From an optimization exercise on the open Yosys and OpenROAD flow, aimed at small area; shortcuts taken in it are not production practice. RTL that was checked went through simulation tests only; none was proved equivalent to the original. The RTL of runs 2 to 8 was laid out without a check of its function. No activity file was given, so power comes from the tool's default toggle rates.

[flow/flow/run.sh]
#!/bin/bash
# Standard ORFS layout with two changes: the port buffers are the smallest
# buffer (buf_1) instead of the delay buffer buffer_ports picks by default,
# and CTS inserts no dummy loads. Each ORFS step logs to orfs/logs/; make's
# own output goes to standard.log.
set -uo pipefail
export BUFFER_PORTS_ARGS="-buffer_cell sky130_fd_sc_hd__buf_1"
export CTS_ARGS="-sink_clustering_enable -repair_clock_nets -dont_use_dummy_load -buf_list {sky130_fd_sc_hd__clkbuf_8}"
bash standard.sh > standard.log 2>&1
[flow/standard.sh]
#!/bin/bash
# synth_recipe.tcl (not shown) runs the flow's synth.tcl, then flattens the netlist and writes it again
# the make line also repeats each setting of config.mk as NAME=value (left out here)
make -C /OpenROAD-flow-scripts/flow DESIGN_CONFIG=/design/flow/config.mk WORK_HOME=/design/flow/orfs CLKGATE_MAP_FILE= SYNTH_SCRIPT=/design/flow/synth_recipe.tcl "${@:-finish}"
[flow/config.mk]
export PLATFORM = sky130hd
export DESIGN_NAME = sampler_top
export DESIGN_NICKNAME = sampler_top
export VERILOG_FILES = /design/flow/design.v
export SDC_FILE = /design/flow/constraint.sdc
export NUM_CORES = 4
export LEC_CHECK = 0
export ABC_AREA = 1
export CAP_MARGIN = 20
export CORE_AREA = 2 2 658 88
export DIE_AREA = 0 0 660 90
export SETUP_SLACK_MARGIN = 0.05
export SLEW_MARGIN = 20
export SYNTH_HIERARCHICAL = 1
[flow/constraint.sdc]
create_clock -name core_clock -period 3.0 [get_ports {clk_500}]
set_input_delay 0.6000 -clock core_clock [delete_from_list [all_inputs] [get_ports {clk_500}]]
set_output_delay 0.6000 -clock core_clock [all_outputs]
set_load 0.01 [all_outputs]
[flow/design.v]
`default_nettype none
package sampler_pkg;
    localparam int N_CH            = 16;   
    localparam int WINDOW          = 64;   
    localparam int SYNC_STAGES_DEF = 2;    
    typedef logic [N_CH-1:0] ch_bits_t;
    typedef logic [WINDOW-1:0] window_t;
    typedef window_t [N_CH-1:0] frame_t;
    typedef struct packed {
        logic   ready;   
        frame_t frame;   
    } capture_t;
endpackage
`default_nettype wire
`timescale 1ns/10ps
`default_nettype none
module pulse_sync (
    input  logic clk_500,
    input  logic rst,
    input  logic pulse_n,   
    output logic det_n      
);
    logic s0_q;    
    logic s1_nq;   
    logic s2_q;    
    logic s3_q;    
    logic s4_nq;   
    always_ff @(posedge clk_500) begin
        s0_q  <= ~(rst | pulse_n);
        s1_nq <= ~(~rst & s0_q);
        s2_q  <= ~(rst | s1_nq);
        s3_q  <= ~rst & s2_q;
        s4_nq <= ~(~rst & s3_q);
    end
    assign det_n = ~(s3_q & s4_nq);
endmodule
`default_nettype wire
`timescale 1ns/10ps
`default_nettype none
module window_shifter (
    input  logic                  clk_500,
    input  logic                  rst,
    input  sampler_pkg::ch_bits_t det_n,    
    output logic [sampler_pkg::N_CH*sampler_pkg::WINDOW-1:0] window_n,   
    output logic [7:1]            lo_q,     
    output logic [8:1]            hi_q      
);
    localparam int W = sampler_pkg::WINDOW;
    logic [sampler_pkg::N_CH*W-1:0] hist_nq;   
    always_ff @(posedge clk_500) begin
        for (int c = 0; c < sampler_pkg::N_CH; c++) begin
            hist_nq[c*W +: W] <= {det_n[c], hist_nq[c*W+1 +: W-1]};
        end
    end
    assign window_n = hist_nq;
    always_ff @(posedge clk_500) begin
        if (rst) begin
            lo_q <= '0;
            hi_q <= '0;
        end else begin
            lo_q <= lo_q[7] ? 7'd0 : {lo_q[6:1], 1'b1};
            hi_q <= hi_q | ({hi_q[7:1], 1'b1} & {8{lo_q[7]}});
        end
    end
endmodule
`default_nettype wire
`timescale 1ns/10ps
`default_nettype none
module event_capture (
    input  logic                  clk_500,
    input  logic                  rst,
    input  logic [7:1]            lo_q,          
    input  logic [8:1]            hi_q,
    input  logic                  trig,          
    input  logic                  event_saved,   
    output logic                  ready,         
    output logic [sampler_pkg::WINDOW-1:0] take_n   
);
    localparam int W = sampler_pkg::WINDOW;
    logic       reading_q;   
    logic       waiting_q;   
    logic [8:0] ready_q;     
    logic [8:1] hi_d;        
    assign hi_d = hi_q | ({hi_q[7:1], 1'b1} & {8{lo_q[7]}});
    always_ff @(posedge clk_500) begin
        if (rst) begin
            reading_q <= 1'b0;
            waiting_q <= 1'b0;
            ready_q   <= '0;
        end else begin
            reading_q <= trig & ~reading_q & ~waiting_q;
            waiting_q <= reading_q | (waiting_q & ~event_saved);
            ready_q   <= {hi_d, 1'b1} & {9{reading_q}};
        end
    end
    logic [9:0] hi_r;    
    logic [7:0] lo_ge;   
    assign hi_r  = {1'b0, ready_q};
    assign lo_ge = {lo_q, 1'b1};
    for (genvar b = 0; b < W; b++) begin : g_take
        localparam int K = W - b;   
        assign take_n[b] = ~(hi_r[K/8+1] | (hi_r[K/8] & lo_ge[K%8]));
    end
    assign ready = ready_q[0];
endmodule
`default_nettype wire
`timescale 1ns/10ps
`default_nettype none
module sampler_top (
    input  logic                  clk_500,
    input  logic                  rst,
    input  sampler_pkg::ch_bits_t ch_n,          
    input  logic                  trig,          
    input  logic                  event_saved,   
    output sampler_pkg::capture_t evt            
);
    sampler_pkg::ch_bits_t det_n;   
    logic [sampler_pkg::N_CH*sampler_pkg::WINDOW-1:0] window_n;   
    logic [7:1] lo_q;               
    logic [8:1] hi_q;               
    logic       ready;              
    logic [sampler_pkg::WINDOW-1:0] take_n;   
    for (genvar c = 0; c < sampler_pkg::N_CH; c++) begin : g_sync
        pulse_sync i_pulse_sync (
            .clk_500 (clk_500),
            .rst     (rst),
            .pulse_n (ch_n[c]),
            .det_n   (det_n[c])
        );
    end
    window_shifter i_window_shifter (
        .clk_500  (clk_500),
        .rst      (rst),
        .det_n    (det_n),
        .window_n (window_n),
        .lo_q     (lo_q),
        .hi_q     (hi_q)
    );
    event_capture i_event_capture (
        .clk_500     (clk_500),
        .rst         (rst),
        .lo_q        (lo_q),
        .hi_q        (hi_q),
        .trig        (trig),
        .event_saved (event_saved),
        .ready       (ready),
        .take_n      (take_n)
    );
    logic [sampler_pkg::N_CH*sampler_pkg::WINDOW-1:0] frame;
    for (genvar c = 0; c < sampler_pkg::N_CH; c++) begin : g_out
        assign frame[c*sampler_pkg::WINDOW +: sampler_pkg::WINDOW] =
            ~(window_n[c*sampler_pkg::WINDOW +: sampler_pkg::WINDOW] | take_n);
    end
    assign evt = {ready, frame};
endmodule
`default_nettype wire
==> results of run 1 <==
critical path, delay by kind of cell (launching register included):
family          cells  cell delay (ns)
compound gates      1             0.27
flops               1             0.59
simple gates        1             0.12
buf+inv             2             0.56
worst paths after layout:
path / start / slack, ns / endpoint / cells after the start
hold / removal: ch_n[1] / 0.05 / g_sync[1].i_pulse_sync.s0_q / 2
setup reg to reg: i_window_shifter.lo_q[7] / 2.07 / i_window_shifter.lo_q[4] / 4
setup / recovery: i_event_capture.ready_q[6] / 0.13 / evt[971] / 4
hold reg to reg: i_window_shifter.hist_nq[805] / 0.32 / i_window_shifter.hist_nq[804] / 0
what timing repair did:
item / 4_1_cts / 5_1_grt
gates resized for setup: 29 / 12
pin swaps: 0 / 0
endpoints found under the hold margin: 9 / 1
hold buffers: 9 / 1
setup endpoints to repair: 421 / 93
logic make-up after synthesis:
logic type,share of synthesized area
AND/OR/NAND/NOR,0.157
flip-flops,0.767
buffers and inverters,0.0643
AO/OA/AOI/OAI,0.0121
synth_stat cells, drive strengths merged:
library cell and instances:
nand3 1, buf 152, or2 1, nor2 1091, inv 57, a21oi 70, nand2 65, dfxtp 1130
clkbuf 1
cell type report:
class,count,share of cell area
Timing Repair Buffer,1106,0.127
Clock buffer,105,0.0414
Multi-Input combinational cell,1228,0.149
Inverter,57,0.00620
Antenna cell,2,0.000143
Sequential cell,1130,0.648
Tap cell,775,0.0278
flip-flops by register name, summed over array words and instances (netlist names):
register	cells
i_window_shifter.lo_q	7
g_sync.i_pulse_sync.s1_nq	16
g_sync.i_pulse_sync.s0_q	16
i_event_capture.reading_q	1
g_sync.i_pulse_sync.s4_nq	16
i_event_capture.waiting_q	1
i_window_shifter.hist_nq	1024
g_sync.i_pulse_sync.s2_q	16
i_event_capture.ready_q	9
g_sync.i_pulse_sync.s3_q	16
i_window_shifter.hi_q	8
modules after synthesis, one instance, submodules excluded:
module | area, sq um | cells inside | flops+latches
sampler_top | 5540 | 1153 | 0
event_capture | 885 | 129 | 11
window_shifter | 21000 | 1078 | 1039
pulse_sync | 130 | 13 | 5
metrics by stage:
step,setup slack [ns],cells,instance area (sq um),hold slack (ns)
floorplan,1.33,2568,29500,0.332
global placement,0.467,4286,33200,0.334
detailed placement,0.510,4286,33200,0.336
CTS,0.0539,4400,34900,0.00222
global route,0.0367,4401,34900,0.00733
finish,0.130,4403,34900,0.0529
per-layer routing:
| layer | part of all wire | vias up | track usage |
|---|---|---|---|
| li1 | - | 9768 | - |
| met1 | 0.47 | 10000 | 0.386 |
| met2 | 0.46 | 537 | 0.439 |
| met3 | 0.066 | 87 | 0.0744 |
| met4 | 0.011 | 0 | 0.0452 |
| met5 | 0 | - | 0 |
report_power, final:
part | total [mW] | switching (mW) | internal (mW)
sequential | 15.3 | 0.135 | 15.2
combinational | 0.123 | 0.0794 | 0.0433
clock | 7.91 | 4.79 | 3.12
total | 23.4 | 5.01 | 18.4
==> results_dict.tcl, run 1 <==
set metrics [dict create \
    outcome "no timing/DRC/antenna violations" \
    netlist.area_leader.share 0.767 \
    grt_max_degree 74 \
    fmax_ghz 0.348 \
    criticalPathCategory "reg2out" \
    vias 20400 \
    start_util 0.534 \
    tightest_slew_ns 0.783 \
    postRouteWirelength_microns 83900 \
    setup_viol 0 \
    num_rows 31 \
    grt-ovfl-total 0 \
    p_per_area_nw_per_um2 669 \
    fin_skew_ns 0.0423 \
    detail-route-antenna-nets 0 \
    arrival_ns 2.27 \
    cts_root_buf "clkbuf_8" \
    period_needed_ns 2.87 \
    maxCapViolCount 0 \
    core_area_sq_um 55300 \
    crit_fanout 16 \
    firstDrtPassIters 5 \
    cellLeakagePower_nw 12.8 \
    wl_per_cell_microns 19.1 \
    slowest_delay_ns 0.59 \
    htreeDepth 3 \
    grt_pass1_wl_microns 123000 \
    synthCells 2568 \
    cts_tree "done" \
    ys_seq_area_frac 0.767 \
    clock-sinks 1130 \
    power_mw 23.4 \
    fin_util 0.632 \
    antenna_found_initial 1 \
    avgSynthCellArea_sq_um 11.5 \
    crit_chain "a21oi_1 -> buf_4 -> nor2_1 -> buf_1" \
    tns_ns 0 \
    numCtsBuffers 105 \
    layout_common_cells "dfxtp_1 (1118), buf_1 (1042), nor2_1 (984), nor2_2 (105), clkbuf_8 (105)" \
    multi_input_area_sq_um 5200 \
    ys_ff_latch 1130 \
    nNetsFinal 3648 \
    finalCritPeriodShare 0.957 \
    io_buffers 1044 \
    yosysWarningCount 9 \
    grt_use_total 0.276 \
    die_w_microns 660 \
    synth_area_leaders "dfxtp_1 (77%), nor2_1 (13%), buf_6 (5.4%), nor2_2 (2.1%), a21oi_1 (1.2%)" \
    startpoint_type "flip-flop" \
    drt_iter0_drc 1515 \
    clkTransAtPathRegs_ns 0.08 \
    drv_slew 0 \
    first_global_vias 20300 \
    routabilityCongestion 0.953 \
    cpMaxStageDelayCell "dfxtp_2" \
    rsz0062_at_grt "yes" \
    cts_max_path_buffers 3 \
    fillers 4729 \
    io_pins 1045 \
    vias_per_cell 4.64 \
    mostFrequentLayoutCell "dfxtp_1" \
    timing_hold_violations_final 0 \
    insertion_delay_ns 0.71 \
    relSlewSlack 0.477 \
    peakVddDrop_mv 0.317 \
    post_cts_buffers 0 \
    drive_above_1_share 0.0905 \
    layout.area.seq_sq_um 22600 \
    synth_area_sq_um 29500 \
    syn-num-nets 2588 \
    dp_hpwl_microns 64000 \
    area.growth.synth_to_final_pct 18.4 \
    die_y_microns 90 \
    synth_top_area_cell "dfxtp_1" \
    die_area_sq_um 59400 \
    worst_setup_path_end_kind "output port" \
    drc 0 \
    ys_types 20 \
    hp-class "in2reg" \
    worstPathRequired_ns 2.40 \
]
==> run 2, diff against run 1 <==
--- a/flow/design.v
+++ b/flow/design.v
@@ -17,22 +17,23 @@
 module pulse_sync (
     input  logic clk_500,
     input  logic rst,
+    input  logic rst_n,     
     input  logic pulse_n,   
     output logic det_n      
 );
     logic s0_q;    
     logic s1_nq;   
     logic s2_q;    
-    logic s3_q;    
-    logic s4_nq;   
+    logic s3_nq;   
+    logic s4_q;    
     always_ff @(posedge clk_500) begin
         s0_q  <= ~(rst | pulse_n);
-        s1_nq <= ~(~rst & s0_q);
+        s1_nq <= ~(rst_n & s0_q);
         s2_q  <= ~(rst | s1_nq);
-        s3_q  <= ~rst & s2_q;
-        s4_nq <= ~(~rst & s3_q);
+        s3_nq <= ~(rst_n & s2_q);
+        s4_q  <= ~(rst | s3_nq);
     end
-    assign det_n = ~(s3_q & s4_nq);
+    assign det_n = s3_nq | s4_q;
 endmodule
 `default_nettype wire
 `timescale 1ns/10ps
@@ -124,6 +125,7 @@
         pulse_sync i_pulse_sync (
             .clk_500 (clk_500),
             .rst     (rst),
+            .rst_n   (~rst),
             .pulse_n (ch_n[c]),
             .det_n   (det_n[c])
         );
--- a/flow/flow/run.sh
+++ b/flow/flow/run.sh
@@ -5,5 +5,6 @@
 # own output goes to standard.log.
 set -uo pipefail
 export BUFFER_PORTS_ARGS="-buffer_cell sky130_fd_sc_hd__buf_1"
+export PLACE_PINS_ARGS="-min_distance 1 -min_distance_in_tracks"
 export CTS_ARGS="-sink_clustering_enable -repair_clock_nets -dont_use_dummy_load -buf_list {sky130_fd_sc_hd__clkbuf_8}"
 bash standard.sh > standard.log 2>&1
--- a/flow/config.mk
+++ b/flow/config.mk
@@ -7,8 +7,8 @@
 export LEC_CHECK = 0
 export ABC_AREA = 1
 export CAP_MARGIN = 20
-export CORE_AREA = 2 2 658 88
-export DIE_AREA = 0 0 660 90
+export CORE_AREA = 2 2 214 214
+export DIE_AREA = 0 0 216 216
 export SETUP_SLACK_MARGIN = 0.05
 export SLEW_MARGIN = 20
 export SYNTH_HIERARCHICAL = 1
==> run 2 against run 1 <==
Net effect: critical path depth unchanged; sequential share of layout area shrank 1.0 points; sequential power about the same; setup slack better by 0.015 ns; first-iteration DRC count grew 20%; final cell count decreased by 2.5%; worst hold slack improved by 0.034 ns; core utilization increased by 17 points; die area fell by 21%; count of clock-buffer cells in the layout increased by 54; total power rose by 7.2%; largest power group unchanged.
==> results_dict.tcl, run 2 <==
set metrics [dict create \
    p_int_mw 19.9 \
    p_sw_mw 5.11 \
    core_area_sq_um 44300 \
    insertion_delay_ns 0.80 \
    largest_reg_flops 1024 \
    detail-route-antenna-nets 0 \
    cts_root_buf "clkbuf_8" \
    synth_fa_ha_area_frac 0 \
    tightest_slew_ns 0.796 \
    wl_per_cell_microns 22.4 \
    power_mw 25.1 \
    fin_util 0.800 \
    peakVddDrop_mv 0.529 \
    yosys.area_share.simple 0.157 \
    ys.flop_type "dfxtp_1" \
    numCtsBuffers 159 \
    top_register "i_window_shifter.hist_nq" \
    drc 0 \
    mostFrequentLayoutCell "dfxtp_1" \
    synth_xor_xnor_area_share 0 \
    period_needed_ns 2.85 \
    start_util 0.666 \
    pre_cts_slack_ns 0.638 \
    cellLeakagePower_nw 13.3 \
    dp_cells 4110 \
    ys_types 19 \
    hold_ws_ns 0.0873 \
    clkTransAtPathRegs_ns 0.06 \
    synth_area_leaders "dfxtp_1 (77%), nor2_1 (13%), buf_6 (5.4%), nor2_2 (2.1%), a21oi_1 (1.2%)" \
    die_area_sq_um 46700 \
    vias_per_cell 5.23 \
    setup_viol 0 \
    criticalPathCategory "reg2out" \
    slowest_delay_ns 0.63 \
    io_buffers 1044 \
    seq_power_share 0.613 \
    crit_fanout 16 \
    layout_common_cells "dfxtp_1 (1121), buf_1 (1033), nor2_1 (982), clkbuf_8 (159), nor2_2 (103)" \
    avgSynthCellArea_sq_um 11.5 \
    synth_top_area_cell "dfxtp_1" \
    postRouteWirelength_microns 96200 \
    swShare 0.204 \
    final_cell_area_sq_um 35500 \
    fmax_ghz 0.350 \
    synth_compound_area_frac 0.0121 \
    routabilityCongestion 1.04 \
    num_rows 77 \
    rsz0062_at_grt "no" \
    placed_area_sq_um 33000 \
    hp-class "in2reg" \
    clkPwrFrac 0.383 \
    drv_slew 0 \
    ys_seq_area_frac 0.767 \
    clock-sinks 1130 \
    startpoint_type "flip-flop" \
    synthCells 2569 \
    ys_ff_latch 1130 \
    area.growth.synth_to_final_pct 20.1 \
    worst_setup_path_end_kind "output port" \
    die_y_microns 216 \
    maxCapViolCount 0 \
    synth_area_sq_um 29500 \
    firstDrtPassIters 7 \
    syn-num-nets 2589 \
    crit_chain "a21oi_1 -> buf_4 -> nor2_1 -> buf_1" \
    antenna_found_initial 3 \
    comb_power_share 0.004 \
    post_cts_buffers 0 \
    netlist.area_leader.share 0.767 \
    dp_hpwl_microns 67900 \
    finalCritPeriodShare 0.952 \
    arrival_ns 2.25 \
    yosysWarningCount 9 \
    final_cells 4292 \
    ys_top_cells_by_count "dfxtp_1 (1130), nor2_1 (988), buf_6 (141), nor2_2 (101), a21oi_1 (68)" \
    htreeDepth 4 \
    die_w_microns 216 \
    cts_max_path_buffers 3 \
    drt_iter0_drc 1819 \
    drive_above_1_share 0.0980 \
    cpMaxStageDelayCell "dfxtp_1" \
    first_global_vias 22100 \
    grt_use_total 0.408 \
    cts_tree "done" \
    grt-ovfl-total 0 \
    timing_hold_violations_final 0 \
    io_pins 1045 \
    grt_pass1_wl_microns 138000 \
    grt_max_degree 33 \
    synthArstFlopShare 0 \
    yosysMostFrequentCell "dfxtp_1" \
    synth_top_family_by_area "simple AND/OR/NAND/NOR gates" \
    tns_ns 0 \
    finalWorstSetupSlack_ns 0.145 \
    relSlewSlack 0.468 \
    worstPathRequired_ns 2.40 \
    regToRegSetupSlack_ns 2.08 \
    vias 22400 \
    outcome "no timing/DRC/antenna violations" \
    synth-edff-count 0 \
    p_per_area_nw_per_um2 707 \
    fin_skew_ns 0.0425 \
    nNetsFinal 3716 \
    muxShareOfSynthArea 0 \
]
==> run 2: cell count changes after synthesis, sizes merged <==
cell / change
inv: +1
==> run 2: modules after synthesis (local to each module, per instance) <==
module / cells / flops+latches / times used
pulse_sync: 13 / 5 / 16
event_capture: 129 / 11 / 1
sampler_top: 1154 / 0 / 1
window_shifter: 1078 / 1039 / 1
==> run 2: power by group through the flow <==
stage | combinational, mW | sequential, mW | clock (mW)
floorplan | 0.0537 | 15.6 | 0
global placement | 0.0809 | 15.7 | 0
detailed placement | 0.0840 | 15.7 | 0
CTS | 0.104 | 15.4 | 9.62
global route | 0.115 | 15.4 | 10.3
finish | 0.105 | 15.4 | 9.59
==> run 2: cell type report <==
type,count,area (sq um)
repair buffers,1119,4540
flip-flops and latches,1130,22600
multi-input cells,1228,5110
diodes,6,15.0
inverters,58,220
well taps,592,741
clock buffers,159,2190
fillers,2840,8870
==> run 2: worst paths after layout <==
| kind | startpoint | end | cells past startpoint |
|---|---|---|---|
| worst max-delay path | i_window_shifter.lo_q[1] | evt[231] | 4 |
| worst min register to register | i_window_shifter.hist_nq[181] | i_window_shifter.hist_nq[180] | 0 |
| worst max register to register | i_window_shifter.lo_q[1] | i_window_shifter.lo_q[2] | 2 |
| worst min-delay path | event_saved | i_event_capture.waiting_q | 4 |
==> run 2: critical path: cells and delay by family (launching register included) <==
kind | cells | cell delay [ns]
AOI/OAI and AO/OA | 1 | 0.15
buffers and inverters | 2 | 0.50
and+or+nand+nor | 1 | 0.19
DFF | 1 | 0.63
==> run 2: routing by layer <==
metal	GRT usage	part of all wire	vias up
met5	0.0438	0.0019	-
met4	0.317	0.080	8
met3	0.228	0.13	449
met2	0.607	0.45	1503
met1	0.425	0.34	10600
li1	-	-	9903
==> run 2: logic make-up (layout without fill, tap and decap cells) <==
| family | count (synthesis) | after routing |
|---|---|---|
| AND/OR/NAND/NOR | 1158 | 1158 |
| flip-flops | 1130 | 1130 |
| buffers and inverters | 211 | 1336 |
| AO/OA/AOI/OAI | 70 | 70 |
| other | 0 | 6 |
==> run 2: timing repair <==
| action | in CTS | in global routing |
|---|---|---|
| hold endpoints to repair | 17 | 0 |
| hold buffers | 17 | 0 |
| gates resized for setup | 8 | 26 |
| pin swaps | 0 | 0 |
| endpoints found under the setup margin | 134 | 322 |
==> run 3, diff against run 2 <==
--- a/flow/flow/run.sh
+++ b/flow/flow/run.sh
@@ -6,5 +6,5 @@
 set -uo pipefail
 export BUFFER_PORTS_ARGS="-buffer_cell sky130_fd_sc_hd__buf_1"
 export PLACE_PINS_ARGS="-min_distance 1 -min_distance_in_tracks"
-export CTS_ARGS="-sink_clustering_enable -repair_clock_nets -dont_use_dummy_load -buf_list {sky130_fd_sc_hd__clkbuf_8}"
+export CTS_ARGS="-sink_clustering_enable -repair_clock_nets -dont_use_dummy_load -buf_list {sky130_fd_sc_hd__clkbuf_8} -sink_clustering_size 18 -sink_clustering_max_diameter 40"
 bash standard.sh > standard.log 2>&1
==> run 3 against run 2 <==
Net effect: still clean; global-route usage shrank 1.7 points; fmax about the same; clock skew is 0.031 ns higher; flip-flop and latch count did not move; setup slack gained 0.00072 ns; total power decreased by 9.3%; largest power group unchanged; highest routed layer unchanged.
==> results_dict.tcl, run 3 <==
set metrics [dict create \
    die_y_microns 216 \
    hp-class "in2reg" \
    finalCritPeriodShare 0.951 \
    yosysWarningCount 9 \
    outcome "no timing/DRC/antenna violations" \
    grt_use_total 0.391 \
    ys_top_cells_by_count "dfxtp_1 (1130), nor2_1 (988), buf_6 (141), nor2_2 (101), a21oi_1 (68)" \
    core_area_sq_um 44300 \
    setup_viol 0 \
    worst-path-stages 4 \
    cellLeakagePower_nw 12.8 \
    htreeDepth 3 \
    slowest_delay_ns 0.64 \
    routabilityCongestion 1.04 \
    clkPwrFrac 0.321 \
    fillers 3046 \
    firstDrtPassIters 9 \
    drive_above_1_share 0.0791 \
    worst_setup_path_end_kind "output port" \
    cpMaxStageDelayCell "dfxtp_1" \
    p_sw_mw 4.60 \
    drc 0 \
    regToRegSetupSlack_ns 2.04 \
    detail-route-antenna-nets 0 \
    regToRegStartpoint "i_window_shifter.lo_q[4]" \
    criticalPathCategory "reg2out" \
    reg2reg_to "i_window_shifter.lo_q[5]" \
    ys_ff_latch 1130 \
    postRouteWirelength_microns 93700 \
    synth-edff-count 0 \
    grt_pass1_wl_microns 134000 \
    arrival_ns 2.25 \
    fin_skew_ns 0.0733 \
    area.growth.synth_to_final_pct 16.5 \
    yosysMostFrequentCell "dfxtp_1" \
    crit_family "flip-flops" \
    grt_max_degree 33 \
    worstPathBufferInverterCount 2 \
    swShare 0.203 \
    numCtsBuffers 97 \
    drt_iter0_drc 1890 \
    cts_tree "done" \
    synth_area_sq_um 29500 \
    rsz0062_at_grt "yes" \
    power_mw 22.7 \
    vias 21800 \
    wl_per_cell_microns 22.2 \
    top_register "i_window_shifter.hist_nq" \
    seq_power_share 0.675 \
    clkTransAtPathRegs_ns 0.10 \
    vias_per_cell 5.17 \
    clock-sinks 1130 \
    cts_root_buf "clkbuf_8" \
    die_w_microns 216 \
    io_pins 1045 \
    crit_fanout 16 \
    setup.worst_path.start "i_event_capture.ready_q[5]" \
    insertion_delay_ns 0.70 \
    dp_hpwl_microns 67900 \
    largest_reg_flops 1024 \
    maxCapViolCount 0 \
    syn-num-nets 2589 \
    synthCells 2569 \
    p_per_area_nw_per_um2 661 \
    hold_depth 2 \
    synth_top_area_cell "dfxtp_1" \
    start_util 0.666 \
    cts_max_path_buffers 3 \
    fmax_ghz 0.350 \
    die_area_sq_um 46700 \
    grt-ovfl-total 0 \
    timing_hold_violations_final 0 \
    tightest_slew_ns 0.963 \
    endpoint "evt[150]" \
    p_int_mw 18.1 \
    worstPathRequired_ns 2.40 \
    period_needed_ns 2.85 \
    synthArstFlopShare 0 \
    ys_seq_area_frac 0.767 \
    ff2ff_path_depth 2 \
    netlist.area_leader.share 0.767 \
    peakVddDrop_mv 0.522 \
    startpoint_type "flip-flop" \
    avgSynthCellArea_sq_um 11.5 \
    io_buffers 1044 \
    antenna_found_initial 7 \
    num_rows 77 \
    ys.flop_type "dfxtp_1" \
    ys_types 19 \
    tns_ns 0 \
    relSlewSlack 0.358 \
    crit_chain "a21oi_1 -> buf_4 -> nor2_1 -> buf_1" \
    nNetsFinal 3638 \
    drv_slew 0 \
    comb_power_share 0.004 \
    first_global_vias 21200 \
    layout_common_cells "dfxtp_1 (1124), buf_1 (1042), nor2_1 (984), nor2_2 (105), clkbuf_8 (97)" \
    mostFrequentLayoutCell "dfxtp_1" \
    synth_area_leaders "dfxtp_1 (77%), nor2_1 (13%), buf_6 (5.4%), nor2_2 (2.1%), a21oi_1 (1.2%)" \
]
==> run 3: cell types whose count changed in the layout (fill, tap and decap cells not counted), moves of 2 or more <==
cell / previous run / this run
dfxtp_1: 1121 / 1124
dlygate4sd3_1: 17 / 1
nor2_1: 982 / 984
clkbuf_2: 11 / 2
nor2_4: 5 / 1
dfxtp_2: 9 / 6
clkbuf_8: 159 / 97
buf_1: 1033 / 1042
nor2_2: 103 / 105
==> run 3: per-layer routing <==
metal / GRT usage / vias to the layer above / share of wire
li1: - / 9738 / -
met1: 0.427 / 10200 / 0.35
met2: 0.589 / 1425 / 0.44
met3: 0.177 / 428 / 0.12
met4: 0.306 / 8 / 0.084
met5: 0.0417 / - / 0.0026
==> run 3: logic make-up after synthesis <==
kind of cell	after synthesis	share of synthesized area
and+or+nand+nor	1158	0.157
buffers and inverters	211	0.0644
DFF	1130	0.767
AOI/OAI and AO/OA	70	0.0121
==> run 3: per-module statistics from Yosys, one instance, submodules excluded <==
module	cell area, sq um	flops+latches	copies in the design
window_shifter	21000	1039	1
sampler_top	5540	0	1
event_capture	885	11	1
pulse_sync	130	5	16
==> run 3: power groups by stage <==
stage          sequential (mW)  clock, mW  combinational (mW)
6_report                  15.3       7.29              0.0855
5_1_grt                   15.4       7.89              0.0950
4_1_cts                   15.3       7.32              0.0857
3_5_place_dp              15.7          0              0.0840
3_3_place_gp              15.7          0              0.0809
2_1_floorplan             15.6          0              0.0537
==> run 3: worst min-delay path by stage <==
stage / start / to / slack, ns
after global placement: i_window_shifter.hist_nq[813] / i_window_shifter.hist_nq[812] / 0.33
after global routing: ch_n[10] / g_sync[10].i_pulse_sync.s0_q / 0.04
after detailed placement: i_window_shifter.hist_nq[36] / i_window_shifter.hist_nq[35] / 0.34
after floorplan: i_window_shifter.hist_nq[1] / i_window_shifter.hist_nq[0] / 0.33
after CTS: ch_n[6] / g_sync[6].i_pulse_sync.s0_q / 0.005
final: ch_n[15] / g_sync[15].i_pulse_sync.s0_q / 0.05
==> run 3: timing repair <==
item                       in CTS  in global routing
setup endpoints to repair      57                114
gates cloned                    0                  0
hold endpoints to repair        1                  0
resized for setup               5                 10
hold buffers                    1                  0
buffers inserted                0                  0
pin swaps                       0                  0
==> run 3: cell type report <==
type,count,area [sq um],area share
multi-input cells,1228,5080,0.148
diodes,7,17.5,0.000509
inverters,58,220,0.00640
repair buffers,1103,4370,0.127
flip-flops and latches,1130,22600,0.658
well taps,592,741,0.0215
clock buffers,97,1340,0.0388
==> run 3: stage by stage <==
step / cell area (sq um) / hold WS, ns / std cells / util / setup slack, ns
after floorplan: 29500 / 0.332 / 2569 / - / 1.33
after global placement: 33000 / 0.333 / 4110 / 0.744 / 0.486
after detailed placement: 33000 / 0.336 / 4110 / 0.744 / 0.638
after CTS: 34300 / 0.00500 / 4208 / 0.775 / 0.0342
after global routing: 34400 / 0.0366 / 4214 / 0.776 / 0.0173
final: 34400 / 0.0529 / 4215 / 0.776 / 0.146
==> run 4, diff against run 3 <==
--- a/flow/config.mk
+++ b/flow/config.mk
@@ -6,6 +6,7 @@
 export NUM_CORES = 4
 export LEC_CHECK = 0
 export ABC_AREA = 1
+export ABC_CLOCK_PERIOD_IN_PS = 100000
 export CAP_MARGIN = 20
 export CORE_AREA = 2 2 214 214
 export DIE_AREA = 0 0 216 216
==> run 4 against run 3 <==
Net effect: design area is the same; non-clock buffer count is the same; first-iteration DRC count is the same.
==> results_dict.tcl, run 4 <==
set metrics [dict create \
    dp_cells 4110 \
    outcome "no timing/DRC/antenna violations" \
    clock-sinks 1130 \
    detail-route-antenna-nets 0 \
    firstDrtPassIters 9 \
    drc 0 \
    die_w_microns 216 \
    cts_tree "done" \
    wl_per_cell_microns 22.2 \
    htreeDepth 3 \
    fillers 3046 \
    rsz0062_at_grt "yes" \
    hold_end "g_sync[15].i_pulse_sync.s0_q" \
    clkTransAtPathRegs_ns 0.10 \
    ys_ff_latch 1130 \
    drv_slew 0 \
    ys_seq_area_frac 0.767 \
    synthArstFlopShare 0 \
    area.growth.synth_to_final_pct 16.5 \
    largest_reg_flops 1024 \
    synth_top_area_cell "dfxtp_1" \
    die_area_sq_um 46700 \
    maxCapViolCount 0 \
    hold_depth 2 \
    grt_pass1_wl_microns 134000 \
    synth_area_leaders "dfxtp_1 (77%), nor2_1 (13%), buf_6 (5.4%), nor2_2 (2.1%), a21oi_1 (1.2%)" \
    layout_common_cells "dfxtp_1 (1124), buf_1 (1042), nor2_1 (984), nor2_2 (105), clkbuf_8 (97)" \
    layout.area.seq_sq_um 22600 \
    multi_input_area_sq_um 5080 \
    netlist.area_leader.share 0.767 \
    grt-ovfl-total 0 \
    ys_types 19 \
    vias_per_cell 5.17 \
    hp-class "in2reg" \
    io_pins 1045 \
    drt_iter0_drc 1890 \
    postRouteWirelength_microns 93700 \
    yosysMostFrequentCell "dfxtp_1" \
    vias 21800 \
    worst_setup_path_end_kind "output port" \
    dp_hpwl_microns 67900 \
    synth-edff-count 0 \
    io_buffers 1044 \
    timing_hold_violations_final 0 \
    cts_root_buf "clkbuf_8" \
    fmax_ghz 0.350 \
    numCtsBuffers 97 \
    crit_fanout 16 \
    startpoint_type "flip-flop" \
    min_from "ch_n[15]" \
    relSlewSlack 0.358 \
    insertion_delay_ns 0.70 \
    arrival_ns 2.25 \
    cellLeakagePower_nw 12.8 \
    antenna_found_initial 7 \
    routabilityCongestion 1.04 \
    cts_max_path_buffers 3 \
    syn-num-nets 2589 \
    regToRegSetupSlack_ns 2.04 \
    nNetsFinal 3638 \
    criticalPathCategory "reg2out" \
    top_register "i_window_shifter.hist_nq" \
    yosysWarningCount 9 \
    reg2reg_to "i_window_shifter.lo_q[5]" \
    start_util 0.666 \
    tightest_slew_ns 0.963 \
    first_global_vias 21200 \
    die_y_microns 216 \
    finalCritPeriodShare 0.951 \
    worstPathRequired_ns 2.40 \
    grt_use_total 0.391 \
    num_rows 77 \
    mostFrequentLayoutCell "dfxtp_1" \
    p_per_area_nw_per_um2 661 \
    peakVddDrop_mv 0.522 \
    final_cells 4215 \
    avgSynthCellArea_sq_um 11.5 \
    core_area_sq_um 44300 \
    synth_area_sq_um 29500 \
    regToRegStartpoint "i_window_shifter.lo_q[4]" \
    synthCells 2569 \
    period_needed_ns 2.85 \
    ff2ff_path_depth 2 \
    setup_viol 0 \
    grt_max_degree 33 \
    drive_above_1_share 0.0791 \
    ys.flop_type "dfxtp_1" \
    fin_skew_ns 0.0733 \
    ys_top_cells_by_count "dfxtp_1 (1130), nor2_1 (988), buf_6 (141), nor2_2 (101), a21oi_1 (68)" \
    tns_ns 0 \
]
-- run 4: cell counts after synthesis --
Identical to the previous run, type by type.
-- run 4: how the worst max path moves through the flow --
stage	start	to	slack, ns	cells past startpoint
floorplan	i_window_shifter.lo_q[7]	evt[1017]	1.33	6
global placement	i_event_capture.ready_q[6]	evt[13]	0.49	3
detailed placement	i_window_shifter.lo_q[2]	evt[694]	0.64	3
CTS	i_event_capture.ready_q[7]	evt[588]	0.03	3
global route	i_event_capture.ready_q[7]	evt[912]	0.02	3
finish	i_event_capture.ready_q[5]	evt[150]	0.15	4
-- run 4: final cells by class --
cell class / instances / area share
multi-input combinational: 1228 / 0.148
clock buffer: 97 / 0.0388
antenna: 7 / 0.000509
tap: 592 / 0.0215
timing repair buffer: 1103 / 0.127
inverter: 58 / 0.00640
sequential: 1130 / 0.658
-- run 4: critical path, stage by stage, from the launching register on --
cell and delay, ns:
dfxtp_1 0.64, a21oi_1 0.16, buf_4 0.23, nor2_1 0.15, buf_1 0.41
-- run 4: routing by layer --
metal  track usage  part of all wire
met4         0.306             0.084
met5        0.0417            0.0026
met3         0.177              0.12
met1         0.427              0.35
met2         0.589              0.44
-- run 4: metrics by stage --
stage	instance area, sq um	worst slack [ns]	utilization	hold slack (ns)	total power, mW
detailed placement	33000	0.638	0.744	0.336	15.8
global placement	33000	0.486	0.744	0.333	15.8
CTS	34300	0.0342	0.775	0.00500	22.7
floorplan	29500	1.33	-	0.332	15.7
global route	34400	0.0173	0.776	0.0366	23.3
finish	34400	0.146	0.776	0.0529	22.7
-- run 4: repair_timing --
action	4_1_cts	5_1_grt
resized for setup	5	10
setup endpoints to repair	57	114
hold buffers	1	0
buffers inserted	0	0
hold endpoints to repair	1	0
-- run 4: report_power, final --
group / switching, mW / leakage (nW) / internal, mW
sequential: 0.138 / 9.20 / 15.2
combinational: 0.0561 / 2.90 / 0.0294
clock: 4.41 / 0.697 / 2.88
-- run 4: per-module statistics from Yosys, one instance, submodules excluded --
module          flip-flops and latches  copies in the design
window_shifter                    1039                     1
pulse_sync                           5                    16
sampler_top                          0                     1
event_capture                       11                     1
-- run 4: logic make-up (layout without fill, tap and decap cells) --
family / Yosys count / after routing / share of synthesized area
flip-flops: 1130 / 1130 / 0.767
other: 0 / 7 / 0
buffers and inverters: 211 / 1258 / 0.0644
AO/OA/AOI/OAI: 70 / 70 / 0.0121
AND/OR/NAND/NOR: 1158 / 1158 / 0.157
==> run 5, diff against run 4 <==
--- a/flow/flow/run.sh
+++ b/flow/flow/run.sh
@@ -6,5 +6,5 @@
 set -uo pipefail
 export BUFFER_PORTS_ARGS="-buffer_cell sky130_fd_sc_hd__buf_1"
 export PLACE_PINS_ARGS="-min_distance 1 -min_distance_in_tracks"
-export CTS_ARGS="-sink_clustering_enable -repair_clock_nets -dont_use_dummy_load -buf_list {sky130_fd_sc_hd__clkbuf_8} -sink_clustering_size 18 -sink_clustering_max_diameter 40"
+export CTS_ARGS="-sink_clustering_enable -repair_clock_nets -dont_use_dummy_load -buf_list {sky130_fd_sc_hd__clkbuf_16} -sink_clustering_size 32 -sink_clustering_max_diameter 50"
 bash standard.sh > standard.log 2>&1
--- a/flow/config.mk
+++ b/flow/config.mk
@@ -6,7 +6,6 @@
 export NUM_CORES = 4
 export LEC_CHECK = 0
 export ABC_AREA = 1
-export ABC_CLOCK_PERIOD_IN_PS = 100000
 export CAP_MARGIN = 20
 export CORE_AREA = 2 2 214 214
 export DIE_AREA = 0 0 216 216
==> run 5 against run 4 <==
Net effect: wire length shrank 0.59%; register-to-register slack improved by 0.04 ns; largest cell class unchanged; worst hold slack better by 0.010 ns; largest power group unchanged; via count shrank 0.17%; setup slack improved by 0.028 ns.
==> results_dict.tcl, run 5 <==
set metrics [dict create \
    outcome "no timing/DRC/antenna violations" \
    yosysWarningCount 9 \
    area.growth.synth_to_final_pct 16.7 \
    htreeDepth 2 \
    clkPwrFrac 0.334 \
    synth-edff-count 0 \
    regToRegStartpoint "i_window_shifter.lo_q[7]" \
    mostFrequentLayoutCell "dfxtp_1" \
    numCtsBuffers 56 \
    nNetsFinal 3596 \
    min_from "ch_n[3]" \
    drv_slew 0 \
    ys.flop_type "dfxtp_1" \
    insertion_delay_ns 0.67 \
    criticalPathCategory "reg2out" \
    grt_use_total 0.388 \
    avgSynthCellArea_sq_um 11.5 \
    crit_fanout 16 \
    fmax_ghz 0.354 \
    detail-route-antenna-nets 0 \
    timing_hold_violations_final 0 \
    fin_util 0.777 \
    muxShareOfSynthArea 0 \
    postRouteWirelength_microns 93200 \
    period_needed_ns 2.83 \
    io_pins 1045 \
    drc 0 \
    setup_viol 0 \
    antenna_found_initial 5 \
    syn-num-nets 2589 \
    drt_iter0_drc 1873 \
    fin_skew_ns 0.0544 \
    worst_setup_path_end_kind "output port" \
    p_per_area_nw_per_um2 672 \
    tightest_slew_ns 0.960 \
    cts_tree "done" \
    multi_input_area_sq_um 5090 \
    yosysMostFrequentCell "dfxtp_1" \
    cellLeakagePower_nw 12.8 \
    ys_types 19 \
    fillers 3013 \
    die_w_microns 216 \
    p_int_mw 18.6 \
    rsz0062_at_grt "no" \
    ys_ff_latch 1130 \
    regToRegSetupSlack_ns 2.08 \
    reg2reg_to "i_window_shifter.lo_q[3]" \
    synth_top_area_cell "dfxtp_1" \
    dp_hpwl_microns 67900 \
    yosys.area_share.simple 0.157 \
    clkTransAtPathRegs_ns 0.11 \
    start_util 0.666 \
    wl_per_cell_microns 22.3 \
    layout_common_cells "dfxtp_1 (1122), buf_1 (1043), nor2_1 (984), nor2_2 (104), nand2_1 (63)" \
    postCtsHoldBufs 0 \
    layout.area.seq_sq_um 22600 \
    synth_fa_ha_area_frac 0 \
    cts_max_path_buffers 3 \
    hold_depth 2 \
    firstDrtPassIters 7 \
    comb_power_share 0.004 \
    num_rows 77 \
    ys_top_cells_by_count "dfxtp_1 (1130), nor2_1 (988), buf_6 (141), nor2_2 (101), a21oi_1 (68)" \
    synthCells 2569 \
    io_buffers 1044 \
    core_area_sq_um 44300 \
    synth_compound_area_frac 0.0121 \
    routabilityCongestion 1.04 \
    largest_reg_flops 1024 \
    die_area_sq_um 46700 \
    grt-ovfl-total 0 \
    netlist.area_leader.share 0.767 \
    worstPathRequired_ns 2.40 \
    ys_seq_area_frac 0.767 \
    synthArstFlopShare 0 \
    hold_end "g_sync[3].i_pulse_sync.s0_q" \
    maxCapViolCount 0 \
    relSlewSlack 0.359 \
    finalCritPeriodShare 0.942 \
    grt_pass1_wl_microns 133000 \
    synth_area_sq_um 29500 \
    vias 21800 \
    synth_xor_xnor_area_share 0 \
    tns_ns 0 \
    peakVddDrop_mv 0.571 \
    synth_area_leaders "dfxtp_1 (77%), nor2_1 (13%), buf_6 (5.4%), nor2_2 (2.1%), a21oi_1 (1.2%)" \
    seq_power_share 0.662 \
    drive_above_1_share 0.0688 \
    die_y_microns 216 \
    arrival_ns 2.23 \
    swShare 0.199 \
    p_sw_mw 4.61 \
    synth_top_family_by_area "simple AND/OR/NAND/NOR gates" \
    ff2ff_path_depth 4 \
    vias_per_cell 5.22 \
    grt_max_degree 33 \
    hp-class "in2reg" \
    top_register "i_window_shifter.hist_nq" \
    startpoint_type "flip-flop" \
    cts_root_buf "clkbuf_16" \
    first_global_vias 20900 \
    clock-sinks 1130 \
]
## run 5: changes by cell type in the layout (fill, tap and decap cells not counted), moves of 2 or more
cell       previous run  this run
clkbuf_16             0        56
dfxtp_2               6         8
clkbuf_8             97         0
diode_2               7         5
dfxtp_1            1124      1122
## run 5: worst max-delay path by stage
stage,slack [ns],startpoint,end,depth (start not counted)
after floorplan,1.33,i_window_shifter.lo_q[7],evt[1017],6
after global placement,0.49,i_event_capture.ready_q[6],evt[13],3
after detailed placement,0.64,i_window_shifter.lo_q[2],evt[694],3
after CTS,0.06,i_event_capture.ready_q[4],evt[800],3
after global routing,0.06,i_window_shifter.lo_q[5],evt[99],4
final,0.17,i_window_shifter.lo_q[4],evt[228],4
## run 5: per-layer routing
layer | vias to the layer above | global-route usage | part of all wire
li1 | 9672 | - | -
met1 | 10200 | 0.431 | 0.35
met2 | 1432 | 0.592 | 0.45
met3 | 457 | 0.171 | 0.12
met4 | 0 | 0.287 | 0.086
met5 | - | 0.0125 | 0
## run 5: power by group through the flow
| stage | Sequential, mW | Combinational, mW | Clock, mW |
|---|---|---|---|
| 6_report | 15.3 | 0.0845 | 7.74 |
| 3_5_place_dp | 15.7 | 0.0840 | 0 |
| 4_1_cts | 15.3 | 0.0848 | 7.74 |
| 2_1_floorplan | 15.6 | 0.0537 | 0 |
| 3_3_place_gp | 15.7 | 0.0809 | 0 |
| 5_1_grt | 15.4 | 0.0943 | 8.24 |
## run 5: stage by stage
| stage | hold slack, ns | setup slack [ns] | instances | power, mW | instance area, sq um |
|---|---|---|---|---|---|
| after global routing | 0.0478 | 0.0644 | 4171 | 23.7 | 34400 |
| after detailed placement | 0.336 | 0.638 | 4110 | 15.8 | 33000 |
| after CTS | 0.0416 | 0.0638 | 4166 | 23.2 | 34400 |
| after floorplan | 0.332 | 1.33 | 2569 | 15.7 | 29500 |
| final | 0.0630 | 0.174 | 4171 | 23.2 | 34400 |
| after global placement | 0.333 | 0.486 | 4110 | 15.8 | 33000 |
## run 5: kinds of logic after synthesis
group,count (synthesis)
AO/OA/AOI/OAI,70
buffers and inverters,211
flip-flops,1130
AND/OR/NAND/NOR,1158
## run 5: critical path, cell delays in order (launching register included)
cell and delay (ns):
dfxtp_1 0.65, a21oi_1 0.13, buf_4 0.23, nor2_1 0.11, buf_1 0.47
## run 5: layout make-up
type | instances | area share
timing repair buffer | 1102 | 0.126
antenna | 5 | 0.000363
inverter | 58 | 0.00639
clock buffer | 56 | 0.0407
tap | 592 | 0.0215
sequential | 1130 | 0.657
multi-input combinational | 1228 | 0.148
## run 5: Yosys stat by module (local to each module, per instance)
| module | cells | flops+latches | area (sq um) |
|---|---|---|---|
| window_shifter | 1078 | 1039 | 21000 |
| sampler_top | 1154 | 0 | 5540 |
| pulse_sync | 13 | 5 | 130 |
| event_capture | 129 | 11 | 885 |
## run 5: timing repair
| item | 4_1_cts | 5_1_grt |
|---|---|---|
| buffers inserted | 0 | 0 |
| setup endpoints to repair | 42 | 108 |
| gates resized for setup | 3 | 14 |
==> run 6, diff against run 5 <==
--- a/flow/config.mk
+++ b/flow/config.mk
@@ -6,9 +6,9 @@
 export NUM_CORES = 4
 export LEC_CHECK = 0
 export ABC_AREA = 1
-export CAP_MARGIN = 20
-export CORE_AREA = 2 2 214 214
-export DIE_AREA = 0 0 216 216
+export CAP_MARGIN = 10
+export CORE_AREA = 2 2 204 204
+export DIE_AREA = 0 0 206 206
 export SETUP_SLACK_MARGIN = 0.05
-export SLEW_MARGIN = 20
+export SLEW_MARGIN = 10
 export SYNTH_HIERARCHICAL = 1
==> run 6 against run 5 <==
Net effect: the flow now stops in 5_1_grt; synthesized cell count stayed put; synthesized area stayed put.
==> results_dict.tcl, run 6 <==
set metrics [dict create \
    ys_seq_area_frac 0.767 \
    grt_use_total 0.445 \
    outcome "stopped before the end" \
    post_cts_buffers 0 \
    synth_area_sq_um 29500 \
    postCtsHoldBufs 0 \
    io_pins 1045 \
    netlist.area_leader.share 0.767 \
    grt_max_degree 33 \
    die_w_microns 206 \
    num_rows 74 \
    yosysMostFrequentCell "dfxtp_1" \
    ys.flop_type "dfxtp_1" \
    die_y_microns 206 \
    first_global_vias 22500 \
    synth-edff-count 0 \
    start_util 0.728 \
    grt-ovfl-total 26 \
    io_buffers 1044 \
    ys_types 19 \
    routabilityCongestion 1.06 \
    haltStage "5_1_grt" \
    cts_root_buf "clkbuf_16" \
    ys_top_cells_by_count "dfxtp_1 (1130), nor2_1 (988), buf_6 (141), nor2_2 (101), a21oi_1 (68)" \
    ys_ff_latch 1130 \
    placed_area_sq_um 32900 \
    synth_top_area_cell "dfxtp_1" \
    syn-num-nets 2589 \
    yosysWarningCount 9 \
    error_line "[ERROR GRT-0116] Global routing finished with congestion. Check the congestion regions in the DRC Viewer." \
    synthCells 2569 \
    synthArstFlopShare 0 \
    clock-sinks 1130 \
    htreeDepth 2 \
    avgSynthCellArea_sq_um 11.5 \
    numCtsBuffers 53 \
    synth_area_leaders "dfxtp_1 (77%), nor2_1 (13%), buf_6 (5.4%), nor2_2 (2.1%), a21oi_1 (1.2%)" \
    cts_max_path_buffers 3 \
    dp_hpwl_microns 68300 \
    grt_pass1_wl_microns 136000 \
]
-- run 6: cell counts after synthesis --
No cell type changed its count.
-- run 6: how the worst max path moves through the flow --
stage | slack, ns | from | to | cells after the start
after floorplan | 1.33 | i_window_shifter.lo_q[7] | evt[1017] | 6
after global placement | 0.64 | i_event_capture.ready_q[6] | evt[399] | 3
after detailed placement | 0.49 | i_event_capture.ready_q[6] | evt[399] | 3
after CTS | 0.1 | i_event_capture.ready_q[4] | evt[100] | 4
-- run 6: per-module statistics from Yosys, one instance, submodules excluded --
| module | copies in the design | flip-flops and latches | cell area, sq um | cells inside |
|---|---|---|---|---|
| event_capture | 1 | 11 | 885 | 129 |
| pulse_sync | 16 | 5 | 130 | 13 |
| sampler_top | 1 | 0 | 5540 | 1154 |
| window_shifter | 1 | 1039 | 21000 | 1078 |
-- run 6: metal layers --
metal,global-route usage,GRT overflow
met5,0.0310,0
met3,0.241,0
met2,0.673,21
met4,0.282,5
met1,0.485,0
-- run 6: power by group through the flow --
stage          clock network [mW]  registers, mW  logic (mW)
2_1_floorplan                   0           15.6      0.0537
3_3_place_gp                    0           15.7      0.0779
3_5_place_dp                    0           15.7      0.0808
4_1_cts                      7.44           15.3      0.0817
-- run 6: cells by family after synthesis --
family                 after synthesis  synth area share
and+or+nand+nor                   1158             0.157
DFF                               1130             0.767
buffers and inverters              211            0.0644
AOI/OAI and AO/OA                   70            0.0121
-- run 6: repair_timing --
item,4_1_cts
pin swaps,0
resized for setup,4
endpoints found under the setup margin,35
-- run 6: per-stage QoR --
| step | util | std cells | setup WS (ns) |
|---|---|---|---|
| after global placement | 0.811 | 4055 | 0.636 |
| after detailed placement | 0.812 | 4056 | 0.486 |
| after CTS | 0.845 | 4109 | 0.0979 |
| after floorplan | - | 2569 | 1.33 |
==> run 7, diff against run 6 <==
--- a/flow/flow/run.sh
+++ b/flow/flow/run.sh
@@ -6,5 +6,5 @@
 set -uo pipefail
 export BUFFER_PORTS_ARGS="-buffer_cell sky130_fd_sc_hd__buf_1"
 export PLACE_PINS_ARGS="-min_distance 1 -min_distance_in_tracks"
-export CTS_ARGS="-sink_clustering_enable -repair_clock_nets -dont_use_dummy_load -buf_list {sky130_fd_sc_hd__clkbuf_16} -sink_clustering_size 32 -sink_clustering_max_diameter 50"
+export CTS_ARGS="-sink_clustering_enable -repair_clock_nets -dont_use_dummy_load -buf_list {sky130_fd_sc_hd__clkbuf_8} -sink_clustering_size 20 -sink_clustering_max_diameter 45"
 bash standard.sh > standard.log 2>&1
--- a/flow/config.mk
+++ b/flow/config.mk
@@ -6,9 +6,10 @@
 export NUM_CORES = 4
 export LEC_CHECK = 0
 export ABC_AREA = 1
-export CAP_MARGIN = 10
-export CORE_AREA = 2 2 204 204
-export DIE_AREA = 0 0 206 206
+export ABC_CLOCK_PERIOD_IN_PS = 100000
+export CAP_MARGIN = 20
+export CORE_AREA = 2 2 214 214
+export DIE_AREA = 0 0 216 216
 export SETUP_SLACK_MARGIN = 0.05
-export SLEW_MARGIN = 10
+export SLEW_MARGIN = 20
 export SYNTH_HIERARCHICAL = 1
==> run 7 against run 6 <==
Net effect: now clean on timing, DRC and antenna; synthesized cell count unchanged; synthesized area unchanged.
==> results_dict.tcl, run 7 <==
set metrics [dict create \
    grt_use_total 0.388 \
    synth_top_area_cell "dfxtp_1" \
    die_area_sq_um 46700 \
    io_pins 1045 \
    worstPathRequired_ns 2.40 \
    rsz0062_at_grt "yes" \
    synthArstFlopShare 0 \
    p_int_mw 17.6 \
    avgSynthCellArea_sq_um 11.5 \
    criticalPathCategory "reg2out" \
    drt_iter0_drc 1892 \
    cts_tree "done" \
    largest_reg_flops 1024 \
    timing_hold_violations_final 0 \
    finalWorstSetupSlack_ns 0.115 \
    postRouteWirelength_microns 92400 \
    hold_depth 2 \
    first_global_vias 21000 \
    yosysWarningCount 9 \
    syn-num-nets 2589 \
    regToRegSetupSlack_ns 2.06 \
    ff2ff_path_depth 2 \
    pre_cts_slack_ns 0.638 \
    area.growth.synth_to_final_pct 15.7 \
    crit_fanout 16 \
    p_sw_mw 4.48 \
    start_util 0.666 \
    cts_max_path_buffers 3 \
    worst_setup_path_end_kind "output port" \
    firstDrtPassIters 6 \
    peakVddDrop_mv 0.498 \
    num_rows 77 \
    ys_seq_area_frac 0.767 \
    arrival_ns 2.28 \
    cpMaxStageDelayCell "a21oi_2" \
    placed_area_sq_um 33000 \
    p_per_area_nw_per_um2 647 \
    antenna_found_initial 6 \
    swShare 0.203 \
    synth_area_sq_um 29500 \
    vias_per_cell 5.18 \
    vias 21700 \
    ys.flop_type "dfxtp_1" \
    startpoint_type "flip-flop" \
    htreeDepth 3 \
    ys_types 19 \
    io_buffers 1044 \
    grt-ovfl-total 0 \
    postCtsHoldBufs 0 \
    grt_pass1_wl_microns 133000 \
    routabilityCongestion 1.04 \
    die_y_microns 216 \
    clkPwrFrac 0.302 \
    tns_ns 0 \
    mostFrequentLayoutCell "dfxtp_1" \
    nNetsFinal 3619 \
    final_cell_area_sq_um 34100 \
    tightest_slew_ns 1.01 \
    die_w_microns 216 \
    fmax_ghz 0.347 \
    synth-edff-count 0 \
    insertion_delay_ns 0.70 \
    cellLeakagePower_nw 12.7 \
    fin_skew_ns 0.0682 \
    wl_per_cell_microns 22.0 \
    post_cts_buffers 0 \
    drive_above_1_share 0.0742 \
    netlist.area_leader.share 0.767 \
    ys_ff_latch 1130 \
    core_area_sq_um 44300 \
    numCtsBuffers 79 \
    crit_chain "a21oi_2 -> nor2_1 -> buf_1" \
    layout_common_cells "dfxtp_1 (1124), buf_1 (1043), nor2_1 (984), nor2_2 (104), clkbuf_8 (79)" \
    drv_slew 0 \
    maxCapViolCount 0 \
    detail-route-antenna-nets 0 \
    outcome "no timing/DRC/antenna violations" \
    synthCells 2569 \
    finalCritPeriodShare 0.962 \
    top_register "i_window_shifter.hist_nq" \
    clkTransAtPathRegs_ns 0.11 \
    ys_top_cells_by_count "dfxtp_1 (1130), nor2_1 (988), buf_6 (141), nor2_2 (101), a21oi_1 (68)" \
    drc 0 \
    seq_power_share 0.694 \
    setup_viol 0 \
    dp_hpwl_microns 67900 \
    grt_max_degree 33 \
    relSlewSlack 0.328 \
    comb_power_share 0.004 \
    synth_area_leaders "dfxtp_1 (77%), nor2_1 (13%), buf_6 (5.4%), nor2_2 (2.1%), a21oi_1 (1.2%)" \
    hp-class "in2reg" \
    clock-sinks 1130 \
    period_needed_ns 2.88 \
    slowest_delay_ns 0.78 \
    yosysMostFrequentCell "dfxtp_1" \
    cts_root_buf "clkbuf_8" \
]
-- run 7: cell counts after synthesis --
Identical to the previous run, type by type.
-- run 7: per-stage QoR --
step	utilization	total power [mW]	hold WS (ns)	cells
2_1_floorplan	-	15.7	0.332	2569
3_3_place_gp	0.744	15.8	0.333	4110
3_5_place_dp	0.744	15.8	0.336	4110
4_1_cts	0.769	22.1	0.00752	4189
5_1_grt	0.770	22.7	0.00765	4195
6_report	0.770	22.1	0.0553	4196
-- run 7: final cells by class --
type,count,area (sq um)
Fill cell,3091,10200
Clock buffer,79,1090
Multi-Input combinational cell,1228,5090
Sequential cell,1130,22600
Tap cell,592,741
Timing Repair Buffer,1102,4360
Inverter,58,220
Antenna cell,7,17.5
-- run 7: worst paths after layout --
path | startpoint | endpoint
min | ch_n[13] | g_sync[13].i_pulse_sync.s0_q
max reg2reg | i_window_shifter.lo_q[4] | i_window_shifter.lo_q[5]
max | i_event_capture.ready_q[7] | evt[333]
min reg2reg | i_window_shifter.hist_nq[138] | i_window_shifter.hist_nq[137]
-- run 7: cells by family after synthesis --
| family | Yosys count | synth area share |
|---|---|---|
| simple gates | 1158 | 0.157 |
| flops | 1130 | 0.767 |
| buf+inv | 211 | 0.0644 |
| compound gates | 70 | 0.0121 |
-- run 7: per-module statistics from Yosys (local to each module, per instance) --
| module | cells inside | times used | flops+latches |
|---|---|---|---|
| window_shifter | 1078 | 1 | 1039 |
| sampler_top | 1154 | 1 | 0 |
| event_capture | 129 | 1 | 11 |
| pulse_sync | 13 | 16 | 5 |
-- run 7: power groups by stage --
stage                     Sequential [mW]  Clock (mW)  Combinational, mW
after floorplan                      15.6           0             0.0537
after global placement               15.7           0             0.0809
after detailed placement             15.7           0             0.0840
after CTS                            15.3        6.68             0.0844
after global routing                 15.4        7.21             0.0937
final                                15.3        6.67             0.0842
-- run 7: repair_timing --
action,4_1_cts,5_1_grt
resized for setup,5,10
gates cloned,0,0
setup endpoints to repair,51,140
-- run 7: critical path, delay by kind of cell, from the launching register on --
kind                   cells  cell delay [ns]
buffers and inverters      1             0.18
flip-flops                 1             0.47
AO/OA/AOI/OAI              1             0.78
AND/OR/NAND/NOR            1             0.17
-- run 7: routing by layer --
layer	GRT usage	wire [microns]
met2	0.587	41300
met1	0.429	32800
met5	0.00625	36
met4	0.293	7800
met3	0.175	10500
==> run 8, diff against run 7 <==
--- a/flow/design.v
+++ b/flow/design.v
@@ -149,10 +149,22 @@
         .take_n      (take_n)
     );
     logic [sampler_pkg::N_CH*sampler_pkg::WINDOW-1:0] frame;
-    for (genvar c = 0; c < sampler_pkg::N_CH; c++) begin : g_out
-        assign frame[c*sampler_pkg::WINDOW +: sampler_pkg::WINDOW] =
-            ~(window_n[c*sampler_pkg::WINDOW +: sampler_pkg::WINDOW] | take_n);
+    for (genvar i = 0; i < sampler_pkg::N_CH*sampler_pkg::WINDOW; i++) begin : g_out
+        evt_gate i_evt_gate (
+            .win_n  (window_n[i]),
+            .take_n (take_n[i % sampler_pkg::WINDOW]),
+            .evt    (frame[i])
+        );
     end
     assign evt = {ready, frame};
 endmodule
 `default_nettype wire
+`default_nettype none
+module evt_gate (
+    input  logic win_n,    
+    input  logic take_n,   
+    output logic evt       
+);
+    assign evt = ~(win_n | take_n);
+endmodule
+`default_nettype wire
==> run 8 against run 7 <==
Net effect: still clean on timing, DRC and antenna; clock power is 0.7% lower; fmax hardly changed; via count is 1.2% higher; largest cell class unchanged; largest power group unchanged.
==> results_dict.tcl, run 8 <==
set metrics [dict create \
    outcome "no timing/DRC/antenna violations" \
    regToRegStartpoint "i_window_shifter.lo_q[7]" \
    firstDrtPassIters 9 \
    criticalPathCategory "reg2out" \
    numCtsBuffers 78 \
    tightest_slew_ns 0.836 \
    yosysWarningCount 9 \
    wl_per_cell_microns 22.6 \
    postCtsHoldBufs 0 \
    synthCells 2441 \
    worst_setup_path_end_kind "output port" \
    num_rows 77 \
    postRouteWirelength_microns 95200 \
    yosysMostFrequentCell "dfxtp_1" \
    core_area_sq_um 44300 \
    endpoint "evt[286]" \
    relSlewSlack 0.442 \
    hp-class "in2reg" \
    fin_skew_ns 0.0586 \
    crit_fanout 16 \
    area.growth.synth_to_final_pct 21.8 \
    hold_ws_ns 0.0574 \
    synthArstFlopShare 0 \
    io_pins 1045 \
    cp_common_cell "buf_4" \
    grt_pass1_wl_microns 133000 \
    netlist.area_leader.share 0.813 \
    cts_max_path_buffers 3 \
    die_area_sq_um 46700 \
    finalCritPeriodShare 0.961 \
    detail-route-antenna-nets 0 \
    pre_cts_slack_ns 0.551 \
    ys_ff_latch 1130 \
    finalWorstSetupSlack_ns 0.116 \
    syn-num-nets 2461 \
    peakVddDrop_mv 0.574 \
    timing_hold_violations_final 0 \
    synth_area_leaders "dfxtp_1 (81%), nor2_1 (15%), a21oi_1 (1.2%), nand2_1 (0.85%), inv_1 (0.77%)" \
    vias_per_cell 5.23 \
    min_from "ch_n[11]" \
    synth_area_sq_um 27800 \
    arrival_ns 2.28 \
    top_register "i_window_shifter.hist_nq" \
    ys_seq_area_frac 0.813 \
    worstPathRequired_ns 2.40 \
    insertion_delay_ns 0.67 \
    die_w_microns 216 \
    ys_top_cells_by_count "dfxtp_1 (1130), nor2_1 (1084), a21oi_1 (68), nand2_1 (63), inv_1 (57)" \
    drv_slew 0 \
    die_y_microns 216 \
    largest_reg_flops 1024 \
    rsz0062_at_grt "yes" \
    synth_top_area_cell "dfxtp_1" \
    ff2ff_path_depth 4 \
    regToRegSetupSlack_ns 1.89 \
    clkTransAtPathRegs_ns 0.11 \
    setup.worst_path.start "i_window_shifter.lo_q[2]" \
    antenna_found_initial 6 \
    crit_chain "buf_4 -> a21oi_1 -> buf_4 -> nor2_1 -> buf_1" \
    routabilityCongestion 1.05 \
    grt-ovfl-total 0 \
    maxCapViolCount 0 \
    setup_viol 0 \
    nNetsFinal 3626 \
    drc 0 \
    slowest_delay_ns 0.51 \
    cts_tree "done" \
    vias 22000 \
    layout_common_cells "dfxtp_1 (1123), nor2_1 (1077), buf_1 (1043), clkbuf_8 (78), buf_4 (65)" \
    htreeDepth 3 \
    drt_iter0_drc 1694 \
    reg2reg_to "i_window_shifter.lo_q[7]" \
    grt_use_total 0.392 \
    fmax_ghz 0.347 \
    ys.flop_type "dfxtp_1" \
    cpMaxStageDelayCell "dfxtp_1" \
    power_mw 22.0 \
    drive_above_1_share 0.0497 \
    avgSynthCellArea_sq_um 11.4 \
    cts_root_buf "clkbuf_8" \
    p_per_area_nw_per_um2 650 \
    mostFrequentLayoutCell "dfxtp_1" \
    start_util 0.628 \
    grt_max_degree 27 \
    first_global_vias 21000 \
    dp_hpwl_microns 70200 \
    ys_types 18 \
    period_needed_ns 2.88 \
    cellLeakagePower_nw 12.7 \
    clock-sinks 1130 \
    synth-edff-count 0 \
    io_buffers 1044 \
    startpoint_type "flip-flop" \
]
-- run 8: cell types whose count changed after synthesis --
cell / delta
buf_6: -127
buf_8: -1
nor2_1: +96
nor2_2: -96
-- run 8: per-module statistics from Yosys (local to each module, per instance) --
module	times used	cell area [sq um]
pulse_sync	16	130
event_capture	1	885
window_shifter	1	21000
evt_gate	1024	3.75
sampler_top	1	11.3
-- run 8: power by group --
group	internal [mW]	total [mW]	switching [mW]
sequential	15.2	15.3	0.128
clock	2.35	6.62	4.27
combinational	0.0304	0.0927	0.0623
-- run 8: repair_timing --
item	CTS	global route
hold endpoints to repair	0	0
setup endpoints to repair	88	48
resized for setup	2	13
buffers inserted	0	0
-- run 8: worst min-delay path by stage --
stage,end,slack [ns],depth (start not counted)
4_1_cts,g_sync[8].i_pulse_sync.s0_q,0.02,2
3_5_place_dp,i_window_shifter.hist_nq[203],0.34,0
3_3_place_gp,i_window_shifter.hist_nq[270],0.33,0
6_report,g_sync[11].i_pulse_sync.s0_q,0.06,2
5_1_grt,g_sync[13].i_pulse_sync.s0_q,0.02,2
2_1_floorplan,i_window_shifter.hist_nq[0],0.33,0
-- run 8: critical path: cells and delay by family, from the launching register on --
kind / cells / cell delay, ns
buffers and inverters: 3 / 0.66
AO/OA/AOI/OAI: 1 / 0.09
flip-flops: 1 / 0.51
AND/OR/NAND/NOR: 1 / 0.39
-- run 8: final cells by class --
type,instances,area (sq um)
antenna,7,17.5
clock buffer,78,1070
fill,3143,10400
inverter,58,220
multi-input combinational,1228,4790
sequential,1130,22600
tap,592,741
timing repair buffer,1110,4420
-- run 8: kinds of logic after synthesis --
| logic type | synth area share |
|---|---|
| and+or+nand+nor | 0.158 |
| AOI/OAI and AO/OA | 0.0129 |
| DFF | 0.813 |
| buffers and inverters | 0.0164 |
-- run 8: stage by stage --
stage / TNS [ns] / cells / util / instance area [sq um]
after floorplan: 0 / 2441 / - / 27800
after global placement: 0 / 4117 / 0.739 / 32700
after detailed placement: 0 / 4118 / 0.739 / 32800
after CTS: -4.12 / 4196 / 0.764 / 33800
after global routing: 0 / 4202 / 0.765 / 33900
final: 0 / 4203 / 0.765 / 33900
-- run 8: layer usage --
metal | vias up | GRT usage | wire (microns)
met2 | 1561 | 0.616 | 43300
met3 | 540 | 0.153 | 10800
met4 | 0 | 0.318 | 8880
met5 | - | 0.00104 | 0
met1 | 10200 | 0.421 | 32200
li1 | 9702 | - | -

-- re-timing with driven ports --
In the flow no input, the clock included, has a driving cell. The finished layouts below were timed again as built, in two steps. Step 1: set_driving_cell puts a clkbuf_16 on clk_500 and a buf_2 on each other input, an assumption about the parent block. Step 2, shift: input delay + t, output delay - t, t = (earliest + latest rising clock arrival at the registers) / 2. This alone moves slack from input paths to output paths. Three values: ideal, step 1, step 2; two values: the first two.
| run | shift t [ns] | setup slack, ns | hold WS [ns] |
|---|---|---|---|
| run 1 | 0.755 | 0.130 / 0.067 / 0.822 | 0.053 / 0.031 / 0.325 |
| run 2 | 0.838 | 0.145 / 0.085 / 0.922 | 0.087 / 0.089 / 0.324 |
| run 3 | 0.710 | 0.146 / 0.087 / 0.797 | 0.053 / 0.032 / 0.274 |
| run 4 | 0.710 | 0.146 / 0.087 / 0.797 | 0.053 / 0.032 / 0.274 |
| run 5 | 0.697 | 0.174 / 0.111 / 0.808 | 0.063 / 0.073 / 0.301 |
| run 7 | 0.725 | 0.115 / 0.055 / 0.780 | 0.055 / 0.022 / 0.288 |
| run 8 | 0.701 | 0.116 / 0.061 / 0.762 | 0.057 / 0.024 / 0.299 |
After both steps every run listed still meets setup and hold.
